This design comes from an exercise in tuning for small area, a short achievable clock period and few clock cycles per item on the open sky130 flow, not from production work. No run shown here included a check of the RTL's function; only the layout flow was run.

==> flow/design.v, too long to show whole: its modules and the start of the top module <==
// module mont_redc_ws: 1773 lines
module mont_redc_ws #(
    parameter int P_WIDTH  = 64,
    parameter int W_WIDTH  = 32,
    parameter int PD_WIDTH = 2 * P_WIDTH,
    parameter int NUM_W    = P_WIDTH / W_WIDTH
) (
    input  logic                clk,
    input  logic                rst_n,
    input  logic                in_valid,
    output logic                in_ready,
    input  logic [PD_WIDTH-1:0] Mul_in,
    input  logic [P_WIDTH-1:0]  N_in,
    input  logic [W_WIDTH-1:0]  Nprime_in,
    output logic                out_valid,
    input  logic                out_ready,
    output logic [P_WIDTH-1:0]  res_out,
    output logic [P_WIDTH:0]    res_raw_out
);
  // ...
==> flow/flow/run.sh <==
#!/bin/bash
# The standard layout (standard.sh: ORFS synth .. finish), except that the port
# buffers use the smallest plain buffer cell (every port still gets its own buffer).
export BUFFER_PORTS_ARGS="-buffer_cell sky130_fd_sc_hd__buf_1"
bash standard.sh > standard.log 2>&1
==> flow/standard.sh <==
#!/bin/bash
# synth_recipe.tcl (not shown) runs the flow's synth.tcl, then flattens the netlist and writes it again
# the make line also repeats each setting of config.mk as NAME=value (left out here)
make -C /OpenROAD-flow-scripts/flow DESIGN_CONFIG=/design/flow/config.mk WORK_HOME=/design/flow/orfs CLKGATE_MAP_FILE= SYNTH_SCRIPT=/design/flow/synth_recipe.tcl "${@:-finish}"
==> flow/config.mk <==
export PLATFORM = sky130hd
export DESIGN_NAME = mont_redc_ws
export DESIGN_NICKNAME = mont_redc_ws
export VERILOG_FILES = /design/flow/design.v
export SDC_FILE = /design/flow/constraint.sdc
export NUM_CORES = 4
export LEC_CHECK = 0
export CAP_MARGIN = 20
export CORE_MARGIN = 2
export CORE_UTILIZATION = 40
export CTS_BUF_LIST = sky130_fd_sc_hd__clkbuf_8
export SLEW_MARGIN = 60
==> flow/constraint.sdc <==
create_clock -name core_clock -period 16.0 [get_ports {clk}]
set_input_delay 3.2000 -clock core_clock [delete_from_list [all_inputs] [get_ports {clk}]]
set_output_delay 3.2000 -clock core_clock [all_outputs]
set_load 0.01 [all_outputs]
==> flow_summary.ini, run 1 <==
[clock_network]
clk_path_buf_depth = 3
root_buffer = clkbuf_8
ctsResizeCount = 0

[floorplanning]
ioPinCount = 359

[yosys]
yosysMostFrequentCell = xnor2_1
synth.largest_area_cell = fa_1
synth-compound-area-share_pct = 16.0
syn-num-nets = 3557
synth_simple_gate_area_share_pct = 6.04

[detailed_routing]
drtIter0Drc = 1988
post_drt_wl_per_cell_um = 24.2
via_per_inst = 5.75
highest-signal-layer = met5

[sta]
clock-skew-final_ps = 45.8
setup_tns_ps = 0
setup_violations = 0
timing.slew.headroom_pct = 57.1
holdWs_ps = 522

[grt]
grt_start_max_net_pins = 60
grt_pass1_wl_um = 147000

[finish]
drive_gt1_share_pct = 12.0
layout_common_cells = xnor2_1 (380), buf_1 (334), fa_1 (326)
multi_input_area_um2 = 21000
area_growth_pct = 11.0
final_common_cell = xnor2_1

[placed_design]
dp_hpwl_um = 76000
dpl_cell_area_um2 = 31500

[outcome]
status = finished clean

[critical_path]
startpoint = one_x[0]$_DFF_P_
path_max_fanout = 28
end_kind = flop
==> inputs of run 2 (changes only) <==
--- a/flow/design.v
+++ b/flow/design.v
@@ -63,17 +63,17 @@
     assign e1[64:33] = (({32{~one_x[1]}} & {1'b0, n_q[63:33]}) | ({32{~two_x[1]}} & n_q[63:32])) ^ {32{~neg_x[1]}};
     assign e2[32:0] = (({33{one[2]}} & n_q[32:0]) | ({33{two[2]}} & {n_q[31:0], 1'b0})) ^ {33{neg[2]}};
     assign e2[64:33] = (({32{~one_x[2]}} & {1'b0, n_q[63:33]}) | ({32{~two_x[2]}} & n_q[63:32])) ^ {32{~neg_x[2]}};
     assign e3[32:0] = (({33{one[3]}} & n_q[32:0]) | ({33{two[3]}} & {n_q[31:0], 1'b0})) ^ {33{neg[3]}};
     assign e3[64:33] = (({32{~one_x[3]}} & {1'b0, n_q[63:33]}) | ({32{~two_x[3]}} & n_q[63:32])) ^ {32{~neg_x[3]}};
     logic [63:0] thi_f;
     assign thi_f = r;
     logic [73:0] ts, tc, x;
-    wire t1, t2, t3, t4, t5, t6, t7, t8, t9, t10, t11, t12, t13, t14, t15, t16, t17, t18, t19, t20, t21, t22, t23, t24, t25, t26, t27, t28, t29, t30, t31, t32, t33, t34, t35, t36, t37, t38, t39, t40, t41, t42, t43, t44, t45, t46, t47, t48, t49, t50, t51, t52, t53, t54, t55, t56, t57, t58, t59, t60, t61, t62, t63, t64, t65, t66, t67, t68, t69, t70, t71, t72, t73, t74, t75, t76, t77, t78, t79, t80, t81, t82, t83, t84, t85, t86, t87, t88, t89, t90, t91, t92, t93, t94, t95, t96, t97, t98, t99, t100, t101, t102, t103, t104, t105, t106, t107, t108, t109, t110, t111, t112, t113, t114, t115, t116, t117, t118, t119, t120, t121, t122, t123, t124, t125, t126, t127, t128, t129, t130, t131, t132, t133, t134, t135, t136, t137, t138, t139, t140, t141, t142, t143, t144, t145, t146, t147, t148, t149, t150, t151, t152, t153, t154, t155, t156, t157, t158, t159, t160, t161, t162, t163, t164, t165, t166, t167, t168, t169, t170, t171, t172, t173, t174, t175, t176, t177, t178, t179, t180, t181, t182, t183, t184, t185, t186, t187, t188, t189, t190, t191, t192, t193, t194, t195, t196, t197, t198, t199, t200, t201, t202, t203, t204, t205, t206, t207, t208, t209, t210, t211, t212, t213, t214, t215, t216, t217, t218, t219, t220, t221, t222, t223, t224, t225, t226, t227, t228, t229, t230, t231, t232, t233, t234, t235, t236, t237, t238, t239, t240, t241, t242, t243, t244, t245, t246, t247, t248, t249, t250, t251, t252, t253, t254, t255, t256, t257, t258, t259, t260, t261, t262, t263, t264, t265, t266, t267, t268, t269, t270, t271, t272, t273, t274, t275, t276, t277, t278, t279, t280, t281, t282, t283, t284, t285, t286, t287, t288, t289, t290, t291, t292, t293, t294, t295, t296, t297, t298, t299, t300, t301, t302, t303, t304, t305, t306, t307, t308, t309, t310, t311, t312, t313, t314, t315, t316, t317, t318, t319, t320, t321, t322, t323, t324, t325, t326, t327, t328, t329, t330, t331, t332, t333, t334, t335, t336, t337, t338, t339, t340, t341, t342, t343, t344, t345, t346, t347, t348, t349, t350, t351, t352, t353, t354, t355, t356, t357, t358, t359, t360, t361, t362, t363, t364, t365, t366, t367, t368, t369, t370, t371, t372, t373, t374, t375, t376, t377, t378, t379, t380, t381, t382, t383, t384, t385, t386, t387, t388, t389, t390, t391, t392, t393, t394, t395, t396, t397, t398, t399, t400, t401, t402, t403, t404, t405, t406, t407, t408, t409, t410, t411, t412, t413, t414, t415, t416, t417, t418, t419, t420, t421, t422, t423, t424, t425, t426, t427, t428, t429, t430, t431, t432, t433, t434, t435, t436, t437, t438, t439, t440, t441, t442, t443, t444, t445, t446, t447, t448, t449, t450, t451, t452, t453, t454, t455, t456, t457, t458, t459, t460, t461, t462, t463, t464, t465, t466, t467, t468, t469, t470, t471, t472, t473, t474, t475, t476, t477, t478, t479, t480, t481, t482, t483, t484, t485, t486, t487, t488, t489, t490, t491, t492, t493, t494, t495, t496, t497, t498, t499, t500, t501, t502, t503, t504, t505, t506, t507, t508, t509, t510, t511, t512, t513, t514, t515, t516, t517, t518, t519, t520, t521, t522, t523, t524, t525, t526, t527, t528, t529, t530, t531, t532, t533, t534, t535, t536, t537, t538, t539, t540, t541, t542, t543, t544, t545, t546, t547, t548, t549, t550, t551, t552, t553, t554, t555, t556, t557, t558, t559, t560, t561, t562, t563, t564, t565, t566, t567, t568, t569, t570, t571, t572, t573, t574, t575, t576, t577, t578, t579, t580, t581, t582, t583, t584, t585, t586, t587, t588, t589, t590, t591, t592, t593, t594, t595, t596, t597, t598, t599, t600, t601, t602, t603, t604, t605, t606, t607, t608, t609, t610, t611, t612, t613, t614, t615, t616, t617, t618, t619, t620, t621, t622, t623, t624, t625, t626, t627, t628, t629, t630, t631, t632, t633, t634, t635, t636, t637, t638, t639, t640, t641, t642, t643, t644, t645, t646, t647, t648, t649, t650, t651, t652, t653, t654, t655, t656, t657, t658, t659, t660, t661, t662, t663, t664, t665, t666, t667, t668, t669, t670, t671, t672, t673, t674, t675, t676, t677, t678, t679, t680, t681, t682, t683, t684, t685, t686, t687, t688, t689;
+    wire t1, t2, t3, t4, t5, t6, t7, t8, t9, t10, t11, t12, t13, t14, t15, t16, t17, t18, t19, t20, t21, t22, t23, t24, t25, t26, t27, t28, t29, t30, t31, t32, t33, t34, t35, t36, t37, t38, t39, t40, t41, t42, t43, t44, t45, t46, t47, t48, t49, t50, t51, t52, t53, t54, t55, t56, t57, t58, t59, t60, t61, t62, t63, t64, t65, t66, t67, t68, t69, t70, t71, t72, t73, t74, t75, t76, t77, t78, t79, t80, t81, t82, t83, t84, t85, t86, t87, t88, t89, t90, t91, t92, t93, t94, t95, t96, t97, t98, t99, t100, t101, t102, t103, t104, t105, t106, t107, t108, t109, t110, t111, t112, t113, t114, t115, t116, t117, t118, t119, t120, t121, t122, t123, t124, t125, t126, t127, t128, t129, t130, t131, t132, t133, t134, t135, t136, t137, t138, t139, t140, t141, t142, t143, t144, t145, t146, t147, t148, t149, t150, t151, t152, t153, t154, t155, t156, t157, t158, t159, t160, t161, t162, t163, t164, t165, t166, t167, t168, t169, t170, t171, t172, t173, t174, t175, t176, t177, t178, t179, t180, t181, t182, t183, t184, t185, t186, t187, t188, t189, t190, t191, t192, t193, t194, t195, t196, t197, t198, t199, t200, t201, t202, t203, t204, t205, t206, t207, t208, t209, t210, t211, t212, t213, t214, t215, t216, t217, t218, t219, t220, t221, t222, t223, t224, t225, t226, t227, t228, t229, t230, t231, t232, t233, t234, t235, t236, t237, t238, t239, t240, t241, t242, t243, t244, t245, t246, t247, t248, t249, t250, t251, t252, t253, t254, t255, t256, t257, t258, t259, t260, t261, t262, t263, t264, t265, t266, t267, t268, t269, t270, t271, t272, t273, t274, t275, t276, t277, t278, t279, t280, t281, t282, t283, t284, t285, t286, t287, t288, t289, t290, t291, t292, t293, t294, t295, t296, t297, t298, t299, t300, t301, t302, t303, t304, t305, t306, t307, t308, t309, t310, t311, t312, t313, t314, t315, t316, t317, t318, t319, t320, t321, t322, t323, t324, t325, t326, t327, t328, t329, t330, t331, t332, t333, t334, t335, t336, t337, t338, t339, t340, t341, t342, t343, t344, t345, t346, t347, t348, t349, t350, t351, t352, t353, t354, t355, t356, t357, t358, t359, t360, t361, t362, t363, t364, t365, t366, t367, t368, t369, t370, t371, t372, t373, t374, t375, t376, t377, t378, t379, t380, t381, t382, t383, t384, t385, t386, t387, t388, t389, t390, t391, t392, t393, t394, t395, t396, t397, t398, t399, t400, t401, t402, t403, t404, t405, t406, t407, t408, t409, t410, t411, t412, t413, t414, t415, t416, t417, t418, t419, t420, t421, t422, t423, t424, t425, t426, t427, t428, t429, t430, t431, t432, t433, t434, t435, t436, t437, t438, t439, t440, t441, t442, t443, t444, t445, t446, t447, t448, t449, t450, t451, t452, t453, t454, t455, t456, t457, t458, t459, t460, t461, t462, t463, t464, t465, t466, t467, t468, t469, t470, t471, t472, t473, t474, t475, t476, t477, t478, t479, t480, t481, t482, t483, t484, t485, t486, t487, t488, t489, t490, t491, t492, t493, t494, t495, t496, t497, t498, t499, t500, t501, t502, t503, t504, t505, t506, t507, t508, t509, t510, t511, t512, t513, t514, t515, t516, t517, t518, t519, t520, t521, t522, t523, t524, t525, t526, t527, t528, t529, t530, t531, t532, t533, t534, t535, t536, t537, t538, t539, t540, t541, t542, t543, t544, t545, t546, t547, t548, t549, t550, t551, t552, t553, t554, t555, t556, t557, t558, t559, t560, t561, t562, t563, t564, t565, t566, t567, t568, t569, t570, t571, t572, t573, t574, t575, t576, t577, t578, t579, t580, t581, t582, t583, t584, t585, t586, t587, t588, t589, t590, t591, t592, t593, t594, t595, t596, t597, t598, t599, t600, t601, t602, t603, t604, t605, t606, t607, t608, t609, t610, t611, t612, t613, t614, t615, t616, t617, t618, t619, t620, t621, t622, t623, t624, t625, t626, t627, t628, t629, t630, t631, t632, t633, t634, t635, t636, t637, t638, t639, t640, t641, t642, t643, t644, t645, t646, t647, t648, t649, t650, t651, t652, t653, t654, t655, t656, t657, t658, t659, t660, t661, t662, t663, t664, t665, t666, t667, t668, t669, t670, t671, t672, t673, t674, t675, t676, t677, t678, t679, t680, t681, t682, t683, t684, t685, t686, t687, t688, t689, t690, t691, t692, t693, t694, t695, t696, t697, t698, t699, t700, t701, t702, t703, t704, t705, t706, t707, t708, t709, t710;
     assign t1 = 1'b1 ^ ~w[65];
     assign t2 = 1'b1 & ~w[65];
     assign t3 = w[4] ^ neg[2];
     assign t4 = w[4] & neg[2];
     assign t5 = w[5] ^ e0[5];
     assign t6 = w[5] & e0[5];
     assign t7 = w[6] ^ neg[3] ^ e0[6];
     assign t8 = (w[6] & neg[3]) | (w[6] & e0[6]) | (neg[3] & e0[6]);
@@ -753,16 +753,37 @@
     assign t682 = (t614 & t649) | (t614 & t650) | (t649 & t650);
     assign t683 = t618 ^ t651 ^ t652;
     assign t684 = (t618 & t651) | (t618 & t652) | (t651 & t652);
     assign t685 = t622 ^ t653 ^ t654;
     assign t686 = (t622 & t653) | (t622 & t654) | (t653 & t654);
     assign t687 = t655 ^ t626 ^ t656;
     assign t688 = (t655 & t626) | (t655 & t656) | (t626 & t656);
     assign t689 = t629 ^ t657 ^ t658;
+    assign t690 = negn[3] ^ (((onen[0] & tl_q[6]) | (twon[0] & tl_q[5])) ^ negn[0]);
+    assign t691 = negn[3] & (((onen[0] & tl_q[6]) | (twon[0] & tl_q[5])) ^ negn[0]);
+    assign t692 = (((onen[0] & tl_q[7]) | (twon[0] & tl_q[6])) ^ negn[0]) ^ (((onen[1] & tl_q[5]) | (twon[1] & tl_q[4])) ^ negn[1]);
+    assign t693 = negn[2] ^ (((onen[0] & tl_q[4]) | (twon[0] & tl_q[3])) ^ negn[0]);
+    assign t694 = negn[2] & (((onen[0] & tl_q[4]) | (twon[0] & tl_q[3])) ^ negn[0]);
+    assign t695 = (((onen[0] & tl_q[5]) | (twon[0] & tl_q[4])) ^ negn[0]) ^ (((onen[1] & tl_q[3]) | (twon[1] & tl_q[2])) ^ negn[1]);
+    assign t696 = (((onen[0] & tl_q[5]) | (twon[0] & tl_q[4])) ^ negn[0]) & (((onen[1] & tl_q[3]) | (twon[1] & tl_q[2])) ^ negn[1]);
+    assign t697 = (((onen[1] & tl_q[4]) | (twon[1] & tl_q[3])) ^ negn[1]) ^ (((onen[2] & tl_q[2]) | (twon[2] & tl_q[1])) ^ negn[2]) ^ ((onen[3] & tl_q[0]) ^ negn[3]);
+    assign t698 = ((((onen[1] & tl_q[4]) | (twon[1] & tl_q[3])) ^ negn[1]) & (((onen[2] & tl_q[2]) | (twon[2] & tl_q[1])) ^ negn[2])) | ((((onen[1] & tl_q[4]) | (twon[1] & tl_q[3])) ^ negn[1]) & ((onen[3] & tl_q[0]) ^ negn[3])) | ((((onen[2] & tl_q[2]) | (twon[2] & tl_q[1])) ^ negn[2]) & ((onen[3] & tl_q[0]) ^ negn[3]));
+    assign t699 = (((onen[2] & tl_q[3]) | (twon[2] & tl_q[2])) ^ negn[2]) ^ (((onen[3] & tl_q[1]) | (twon[3] & tl_q[0])) ^ negn[3]) ^ t691;
+    assign t700 = negn[1] ^ (((onen[0] & tl_q[2]) | (twon[0] & tl_q[1])) ^ negn[0]);
+    assign t701 = negn[1] & (((onen[0] & tl_q[2]) | (twon[0] & tl_q[1])) ^ negn[0]);
+    assign t702 = (((onen[0] & tl_q[3]) | (twon[0] & tl_q[2])) ^ negn[0]) ^ (((onen[1] & tl_q[1]) | (twon[1] & tl_q[0])) ^ negn[1]);
+    assign t703 = (((onen[0] & tl_q[3]) | (twon[0] & tl_q[2])) ^ negn[0]) & (((onen[1] & tl_q[1]) | (twon[1] & tl_q[0])) ^ negn[1]);
+    assign t704 = (((onen[1] & tl_q[2]) | (twon[1] & tl_q[1])) ^ negn[1]) ^ ((onen[2] & tl_q[0]) ^ negn[2]) ^ t693;
+    assign t705 = ((((onen[1] & tl_q[2]) | (twon[1] & tl_q[1])) ^ negn[1]) & ((onen[2] & tl_q[0]) ^ negn[2])) | ((((onen[1] & tl_q[2]) | (twon[1] & tl_q[1])) ^ negn[1]) & t693) | (((onen[2] & tl_q[0]) ^ negn[2]) & t693);
+    assign t706 = (((onen[2] & tl_q[1]) | (twon[2] & tl_q[0])) ^ negn[2]) ^ t694 ^ t695;
+    assign t707 = ((((onen[2] & tl_q[1]) | (twon[2] & tl_q[0])) ^ negn[2]) & t694) | ((((onen[2] & tl_q[1]) | (twon[2] & tl_q[0])) ^ negn[2]) & t695) | (t694 & t695);
+    assign t708 = t696 ^ t690 ^ t697;
+    assign t709 = (t696 & t690) | (t696 & t697) | (t690 & t697);
+    assign t710 = t692 ^ t698 ^ t699;
     assign ts[0] = t399;
     assign tc[0] = e0[0];
     assign ts[1] = t400;
     assign tc[1] = t401;
     assign ts[2] = t402;
     assign tc[2] = t403;
     assign ts[3] = t404;
     assign tc[3] = t405;
@@ -1686,17 +1707,65 @@
     wire la_k_p2_7 = la_k_p1_7 & la_k_p1_5;
     wire la_k_g3_4 = la_k_g2_4 | (la_k_p2_4 & la_k_gc);
     wire la_k_g3_5 = la_k_g2_5 | (la_k_p2_5 & la_k_g1_1);
     wire la_k_g3_6 = la_k_g2_6 | (la_k_p2_6 & la_k_g2_2);
     wire la_k_g3_7 = la_k_g2_7 | (la_k_p2_7 & la_k_g2_3);
     assign la_k = la_k_p0 ^ {la_k_g3_6, la_k_g3_5, la_k_g3_4, la_k_g2_3, la_k_g2_2, la_k_g1_1, la_k_gc, la_cin};
     assign la_next = la_k;
     logic [7:0] q0;
-    assign q0 = 8'(tl_q * np_q);
+    logic [7:0] q0_s, q0_c;
+    assign q0_s[0] = negn[0];
+    assign q0_c[0] = ((onen[0] & tl_q[0]) ^ negn[0]);
+    assign q0_s[1] = (((onen[0] & tl_q[1]) | (twon[0] & tl_q[0])) ^ negn[0]);
+    assign q0_c[1] = 1'b0;
+    assign q0_s[2] = t700;
+    assign q0_c[2] = ((onen[1] & tl_q[0]) ^ negn[1]);
+    assign q0_s[3] = t701;
+    assign q0_c[3] = t702;
+    assign q0_s[4] = t703;
+    assign q0_c[4] = t704;
+    assign q0_s[5] = t705;
+    assign q0_c[5] = t706;
+    assign q0_s[6] = t707;
+    assign q0_c[6] = t708;
+    assign q0_s[7] = t709;
+    assign q0_c[7] = t710;
+    logic [7:0] q0k_p0, q0k_g0, q0k;
+    assign q0k_p0 = q0_s ^ q0_c;
+    assign q0k_g0 = q0_s & q0_c;
+    wire q0k_g1_1 = q0k_g0[1] | (q0k_p0[1] & q0k_g0[0]);
+    wire q0k_g1_2 = q0k_g0[2] | (q0k_p0[2] & q0k_g0[1]);
+    wire q0k_p1_2 = q0k_p0[2] & q0k_p0[1];
+    wire q0k_g1_3 = q0k_g0[3] | (q0k_p0[3] & q0k_g0[2]);
+    wire q0k_p1_3 = q0k_p0[3] & q0k_p0[2];
+    wire q0k_g1_4 = q0k_g0[4] | (q0k_p0[4] & q0k_g0[3]);
+    wire q0k_p1_4 = q0k_p0[4] & q0k_p0[3];
+    wire q0k_g1_5 = q0k_g0[5] | (q0k_p0[5] & q0k_g0[4]);
+    wire q0k_p1_5 = q0k_p0[5] & q0k_p0[4];
+    wire q0k_g1_6 = q0k_g0[6] | (q0k_p0[6] & q0k_g0[5]);
+    wire q0k_p1_6 = q0k_p0[6] & q0k_p0[5];
+    wire q0k_g1_7 = q0k_g0[7] | (q0k_p0[7] & q0k_g0[6]);
+    wire q0k_p1_7 = q0k_p0[7] & q0k_p0[6];
+    wire q0k_g2_2 = q0k_g1_2 | (q0k_p1_2 & q0k_g0[0]);
+    wire q0k_g2_3 = q0k_g1_3 | (q0k_p1_3 & q0k_g1_1);
+    wire q0k_g2_4 = q0k_g1_4 | (q0k_p1_4 & q0k_g1_2);
+    wire q0k_p2_4 = q0k_p1_4 & q0k_p1_2;
+    wire q0k_g2_5 = q0k_g1_5 | (q0k_p1_5 & q0k_g1_3);
+    wire q0k_p2_5 = q0k_p1_5 & q0k_p1_3;
+    wire q0k_g2_6 = q0k_g1_6 | (q0k_p1_6 & q0k_g1_4);
+    wire q0k_p2_6 = q0k_p1_6 & q0k_p1_4;
+    wire q0k_g2_7 = q0k_g1_7 | (q0k_p1_7 & q0k_g1_5);
+    wire q0k_p2_7 = q0k_p1_7 & q0k_p1_5;
+    wire q0k_g3_4 = q0k_g2_4 | (q0k_p2_4 & q0k_g0[0]);
+    wire q0k_g3_5 = q0k_g2_5 | (q0k_p2_5 & q0k_g1_1);
+    wire q0k_g3_6 = q0k_g2_6 | (q0k_p2_6 & q0k_g2_2);
+    wire q0k_g3_7 = q0k_g2_7 | (q0k_p2_7 & q0k_g2_3);
+    assign q0k = q0k_p0 ^ {q0k_g3_6, q0k_g3_5, q0k_g3_4, q0k_g2_3, q0k_g2_2, q0k_g1_1, q0k_g0[0], 1'b0};
+    assign q0 = q0k;
     assign free        = ~out_valid | out_ready;
     assign go          = free & in_valid & pv;
     assign res_raw_out = m63 ? r[64:0] : w[64:0];
     assign res_out     = sel_r ? r[63:0] : w[63:0];
     always_ff @(posedge clk) begin
         if (!rst_n) begin
             st_load   <= 1'b1;
             la_on     <= 1'b0;
==> run 2 against run 1 <==
Compared with the run above:
- still clean
- clock-buffer cell count fell by 1
- global-route usage is 0.76 points higher
- register-to-register slack improved by 250 ps
==> flow_summary.ini, run 2 <==
[detailed_routing]
dr.pass1.iters = 5
via_per_inst = 5.79
wl_met2_um = 47100
drc = 0
wl_met1_um = 41600
post_drt_wl_per_cell_um = 24.8
drtIter0Drc = 1962
highest-signal-layer = met5
dr_total_vias = 23483
wirelength_um = 100000
antenna_left = 0
wl_met3_um = 7800

[placed_design]
place_inst = 3964
io_buffers = 334
dp_hpwl_um = 76400
place_congestion = 0.917

[critical_path]
reg2reg_to = r[53]$_DFFE_PP_
ff2ff_path_depth = 19
crit_end = r[53]$_DFFE_PP_
reg2reg_setup_slack_ps = 9630
path_class = reg2reg
crit_family = adder cells
cpMostUsedCell = fa_1
crit_chain = buf_4, o22ai_1, xnor2_1, fa_1, fa_1, inv_1, fa_1, inv_1, ha_1, nand4_1, nor3_1, nand2_1, a2111oi_0, or3b_1, a31oi_1, nand2_1, a21boi_0, o21ai_0, a32o_1
slowest_delay_ps = 570
timing.rr.start = one_x[0]$_DFF_P_
path_max_fanout = 31
crit_buf_inv = 3
startpoint = one_x[0]$_DFF_P_
critPathArrivalTime_ps = 6780
required_ps = 16410
end_kind = flop
crit_path_top_delay_cell = dfxtp_1
cp_num_cells = 19
start_kind = flop

[clock_network]
cts_tree = yes
clk_pin_slew_ps = 60
post_cts_buffers = 0
root_buffer = clkbuf_8
htreeDepth = 2
ctsResizeCount = 0
worstSkewPairLatency_ps = 680
numCtsBuffers = 49
cts.sinks = 264
cts.hold.buffers_added = 0
clk_path_buf_depth = 3

[yosys]
synth_flop_cell = edfxtp_1
synth-seq-cells = 264
syn-num-nets = 3536
synth_top_area_share_pct = 21.8
async_flop_share_pct = 0
ys_seq_area_share_pct = 22.9
synthTopCellsByArea = fa_1 (22%), edfxtp_1 (14%), xnor2_1 (12%)
synth-edff-count = 141
ys_warn_count = 3
synth_area_per_cell_um2 = 10.2
synth_cell_types = 83
synth.largest_area_cell = fa_1
yosysMostFrequentCell = xnor2_1
ys_top_cells_by_count = xnor2_1 (389), fa_1 (318), inv_1 (205)
synth.cell_area_um2 = 29200
syn_inst = 2858

[finish]
largest_register_ff_count = 66
final_core_util_pct = 44.6
final_common_cell = xnor2_1
reg_top3 = w (66), r (65), n_q (64)
fill_cells = 7055
final_nets = 3734
largest-register = w
layout.cells.non_filler = 4055
drive_gt1_share_pct = 12.5
layout_common_cells = xnor2_1 (388), buf_1 (334), fa_1 (318)
n_antenna_cell = 0
area_growth_pct = 10.8

[grt]
grt_pass1_wl_um = 151000
grt_start_max_net_pins = 65
grt_pass1_vias = 23386
antenna_found_initial = 1
grt-ovfl-total = 0
grtUsageTotal_pct = 26.7

[sta]
holdWs_ps = 517
rsz0062_at_grt = false
timing.slew.headroom_pct = 60.5
setup_violations = 0
period_needed_ps = 6370
finalCritPeriodShare_pct = 39.8
worst_pin_slew_ps = 589
max_freq_mhz = 157
clock-skew-final_ps = 61.4
hold_viol = 0
maxSlewViolCount = 0
setup_tns_ps = 0

[floorplanning]
rows = 99
die_x_um = 274
die-area_um2 = 75200
ioPinCount = 359
fp.dieH_um = 274
start_util_pct = 40.3
core_area_um2 = 72600

[outcome]
status = finished clean

[hold_path]
hold_class = reg2reg

[flow_run]
maxCapViolations = 0
-- run 2: cell types whose count changed after synthesis, moves of 9 or more --
cell / before / now
and2_1: 33 / 13
o21ai_0: 70 / 60
a21oi_2: 1 / 10
clkbuf_1: 167 / 149
nand2_1: 139 / 129
a22oi_1: 176 / 193
buf_2: 0 / 18
nor2_1: 69 / 87
inv_1: 223 / 205
-- run 2: worst min-delay path, delay by kind of cell, from the launching register on --
family | cells | cell delay (ps)
DFF | 1 | 310
AOI/OAI and AO/OA | 1 | 100
and+or+nand+nor | 1 | 80
-- run 2: area by class of cell --
| cell class | count | area (µm²) | area share [%] |
|---|---|---|---|
| Timing Repair Buffer | 368 | 1590 | 4.90 |
| Multi-Input combinational cell | 2162 | 20900 | 64.6 |
| Clock buffer | 58 | 798 | 2.46 |
| Inverter | 211 | 795 | 2.45 |
| Sequential cell | 264 | 6750 | 20.8 |
| Tap cell | 959 | 1200 | 3.70 |
| Clock inverter | 33 | 329 | 1.02 |
-- run 2: how the worst min path moves through the flow --
stage | from | endpoint | depth (start not counted) | slack [ps]
6_report | pv$_SDFF_PN0_ | st_load$_SDFF_PP1_ | 2 | 520
3_5_place_dp | pv$_SDFF_PN0_ | st_load$_SDFF_PP1_ | 2 | 500
5_1_grt | pv$_SDFF_PN0_ | st_load$_SDFF_PP1_ | 2 | 550
4_1_cts | pv$_SDFF_PN0_ | st_load$_SDFF_PP1_ | 2 | 510
2_1_floorplan | qtop$_DFF_P_ | m63$_DFFE_PP_ | 0 | 450
3_3_place_gp | pv$_SDFF_PN0_ | st_load$_SDFF_PP1_ | 2 | 490
-- run 2: metrics by stage --
stage                     setup slack [ps]  instance area [µm²]
final                                 9630                32400
after global routing                  9380                32400
after CTS                             9710                32300
after detailed placement              9740                31200
after global placement                9760                31100
after floorplan                       8920                29200
-- run 2: logic make-up after synthesis --
| group | share of synthesized area, % |
|---|---|
| adder cells (fa/ha/maj) | 27.4 |
| buffers and inverters | 5.79 |
| AO/OA/AOI/OAI | 16.2 |
| AND/OR/NAND/NOR | 5.89 |
| XOR/XNOR | 13.6 |
| flip-flops | 22.9 |
| multiplexers | 8.19 |
-- run 2: per-layer routing --
layer  global-route usage [%]  vias up
met5                        0        -
met4                     9.40        2
met3                     4.55      204
met2                     43.5     1115
met1                     35.8    11755
li1                         -    10407
==> inputs of run 3 (changes only) <==
==> flow/run.sh (new file) <==
#!/bin/bash
# synth_recipe.tcl (not shown) runs the flow's synth.tcl, then flattens the netlist and writes it again
# the make line also repeats each setting of config.mk as NAME=value (left out here)
make -C /OpenROAD-flow-scripts/flow DESIGN_CONFIG=/design/flow/config.mk WORK_HOME=/design/flow/orfs CLKGATE_MAP_FILE= SYNTH_SCRIPT=/design/flow/synth_recipe.tcl finish
--- a/flow/config.mk
+++ b/flow/config.mk
@@ -10,3 +10,2 @@
 export CORE_UTILIZATION = 40
-export CTS_BUF_LIST = sky130_fd_sc_hd__clkbuf_8
 export SLEW_MARGIN = 60
removed: flow/flow/run.sh
removed: flow/standard.sh
==> run 3 against run 2 <==
Compared with the run above:
- still clean on timing, DRC and antenna
- routed wire length grew 1.5%
- non-clock buffer count grew 9
- cell count shrank 0.49%
- critical path type unchanged
- critical endpoint is now w[62]$_DFFE_PP_
- largest cell class unchanged
==> flow_summary.ini, run 3 <==
[detailed_routing]
post_drt_wl_per_cell_um = 25.3
via_per_inst = 5.81
antenna_left = 0
dr_total_vias = 23462
dr.pass1.iters = 6
drtIter0Drc = 2212
drc = 0
wirelength_um = 102000

[sta]
clock-skew-final_ps = 16.5
finalCritPeriodShare_pct = 39.9
period_needed_ps = 6390
max_freq_mhz = 157
maxSlewViolCount = 0
worst_pin_slew_ps = 649
worst_slack_ps = 9610
setup_tns_ps = 0
rsz0062_at_grt = false
hold_viol = 0
timing.slew.headroom_pct = 56.1
setup_violations = 0
holdWs_ps = 522

[critical_path]
crit_chain = buf_4, xnor2_1, fa_1, fa_1, fa_1, ha_1, nand3_1, nor3_1, nor4b_1, nand4_1, o21ai_2, a41oi_1, o41ai_2, xnor2_1, mux2_2
required_ps = 16310
critPathArrivalTime_ps = 6700
start_kind = flop
timing.rr.start = neg_x[3]$_DFF_P_
crit_path_top_delay_cell = dfxtp_2
reg2reg_setup_slack_ps = 9610
ff2ff_path_depth = 15
path_max_fanout = 22
slowest_delay_ps = 670
reg2reg_to = w[62]$_DFFE_PP_
path_class = reg2reg
end_kind = flop
cpMostUsedCell = fa_1

[grt]
antenna_found_initial = 1
grt_pass1_wl_um = 153000
grtUsageTotal_pct = 27.0
grt-ovfl-total = 0
grt_start_max_net_pins = 63
grt_pass1_vias = 24309

[yosys]
yosysMostFrequentCell = xnor2_1
synth_cell_types = 83
synth.cell_area_um2 = 29200
synth-seq-cells = 264
synth_flop_cell = edfxtp_1
synth_top_area_share_pct = 21.8
syn_inst = 2858
synth-edff-count = 141
synthTopCellsByArea = fa_1 (22%), edfxtp_1 (14%), xnor2_1 (12%)
ys_top_cells_by_count = xnor2_1 (389), fa_1 (318), inv_1 (205)
synth.largest_area_cell = fa_1
ys_seq_area_share_pct = 22.9
ys_warn_count = 3
syn-num-nets = 3536
async_flop_share_pct = 0
synth_area_per_cell_um2 = 10.2

[finish]
n_antenna_cell = 0
largest_register_ff_count = 66
layout_common_cells = xnor2_1 (389), clkdlybuf4s50_1 (334), fa_1 (318)
largest-register = w
reg_top3 = w (66), r (65), n_q (64)
final_common_cell = xnor2_1
final_nets = 3728
layout.cells.non_filler = 4035
area_growth_pct = 18.4
fill_cells = 6760
drive_gt1_share_pct = 12.2

[floorplanning]
rows = 99
ioPinCount = 359
core_area_um2 = 72600
start_util_pct = 40.3
fp.dieH_um = 274
die-area_um2 = 75200
die_x_um = 274

[flow_run]
maxCapViolations = 0

[clock_network]
post_cts_buffers = 0
cts.hold.buffers_added = 0
root_buffer = clkbuf_16
numCtsBuffers = 34
cts.sinks = 264
worstSkewPairLatency_ps = 570
clk_pin_slew_ps = 60
clk_path_buf_depth = 3
cts_tree = yes
ctsResizeCount = 0
htreeDepth = 2

[placed_design]
dp_hpwl_um = 78500
place_congestion = 0.926
pre_cts_slack_ps = 9720
place_inst = 3971
io_buffers = 334

[hold_path]
holdPathStages = 2
holdPathEnd = st_load$_SDFF_PP1_
hp-start = pv$_SDFF_PN0_
hold_class = reg2reg

[outcome]
status = finished clean
## run 3: how the worst max path moves through the flow
stage	start	to	cells after the start
CTS	neg_x[3]$_DFF_P_	w[62]$_DFFE_PP_	15
detailed placement	neg_x[3]$_DFF_P_	w[62]$_DFFE_PP_	15
floorplan	out_ready	r[0]$_DFFE_PP_	3
global placement	la_on$_SDFFE_PP0P_	two[3]$_DFF_P_	23
finish	neg_x[3]$_DFF_P_	w[62]$_DFFE_PP_	15
global route	la_on$_SDFFE_PP0P_	two[3]$_DFF_P_	23
## run 3: per-stage QoR
stage	utilization, %	area [µm²]
after global placement	45.7	33200
after CTS	47.6	34500
after detailed placement	45.9	33300
final	47.7	34600
after floorplan	-	29200
after global routing	47.7	34600
## run 3: layout make-up
class                   instances  area, µm²  share of cell area, %
clock buffers                  43        988                   2.86
clock inverters                19        219                  0.633
inverters                     211        792                   2.29
multi-input cells            2162      20900                   60.4
flip-flops and latches        264       6730                   19.4
well taps                     959       1200                   3.47
repair buffers                377       3780                   10.9
## run 3: cell families after synthesis
family / share of synthesized area, %
adders and majority gates: 27.4
muxes: 8.19
DFF: 22.9
and+or+nand+nor: 5.89
xor gates and xnor gates: 13.6
AOI/OAI and AO/OA: 16.2
buffers and inverters: 5.79
## run 3: routing by layer
layer | GRT usage [%] | part of all wire, %
met2 | 44.9 | 48
met1 | 35.5 | 41
met3 | 3.58 | 6.9
met4 | 10.9 | 4.5
met5 | 0 | 0
## run 3: critical path: cells and delay by family (launching register included)
kind | cells | cell delay (ps)
XOR/XNOR | 2 | 340
AND/OR/NAND/NOR | 4 | 1260
adder cells (fa/ha/maj) | 4 | 2040
flip-flops | 1 | 670
multiplexers | 1 | 270
AO/OA/AOI/OAI | 3 | 1040
buffers and inverters | 1 | 490

re-timing with driven ports:
No port has a modelled driver above. Below, the same layouts with a new extraction and two added sets of constraints. Step 1, drivers: a clkbuf_16 drives clk and a buf_2 each remaining input, both assumed. Step 2 moves the port delays by t, midway between the first and last clock arrival at a register: inputs arrive t later, outputs are due t later. That takes back most of the time a late clock gives input paths. Slacks: ideal ports / drivers / drivers and shift; pairs: ideal ports / drivers.
run	t, ns	setup WS [ns]	clock arrival spread, ns	slew at the worst register clock pin (ns)	pins driven straight from the clock port
run 1	0.706	9.380 / 9.380 / 9.380	0.047 / 0.047	0.07 / 0.07	1
run 2	0.709	9.632 / 9.632 / 9.632	0.061 / 0.061	0.07 / 0.07	1
run 3	0.627	9.614 / 9.614 / 9.614	0.016 / 0.017	0.07 / 0.07	1
After both steps setup and hold are still met in every run listed.
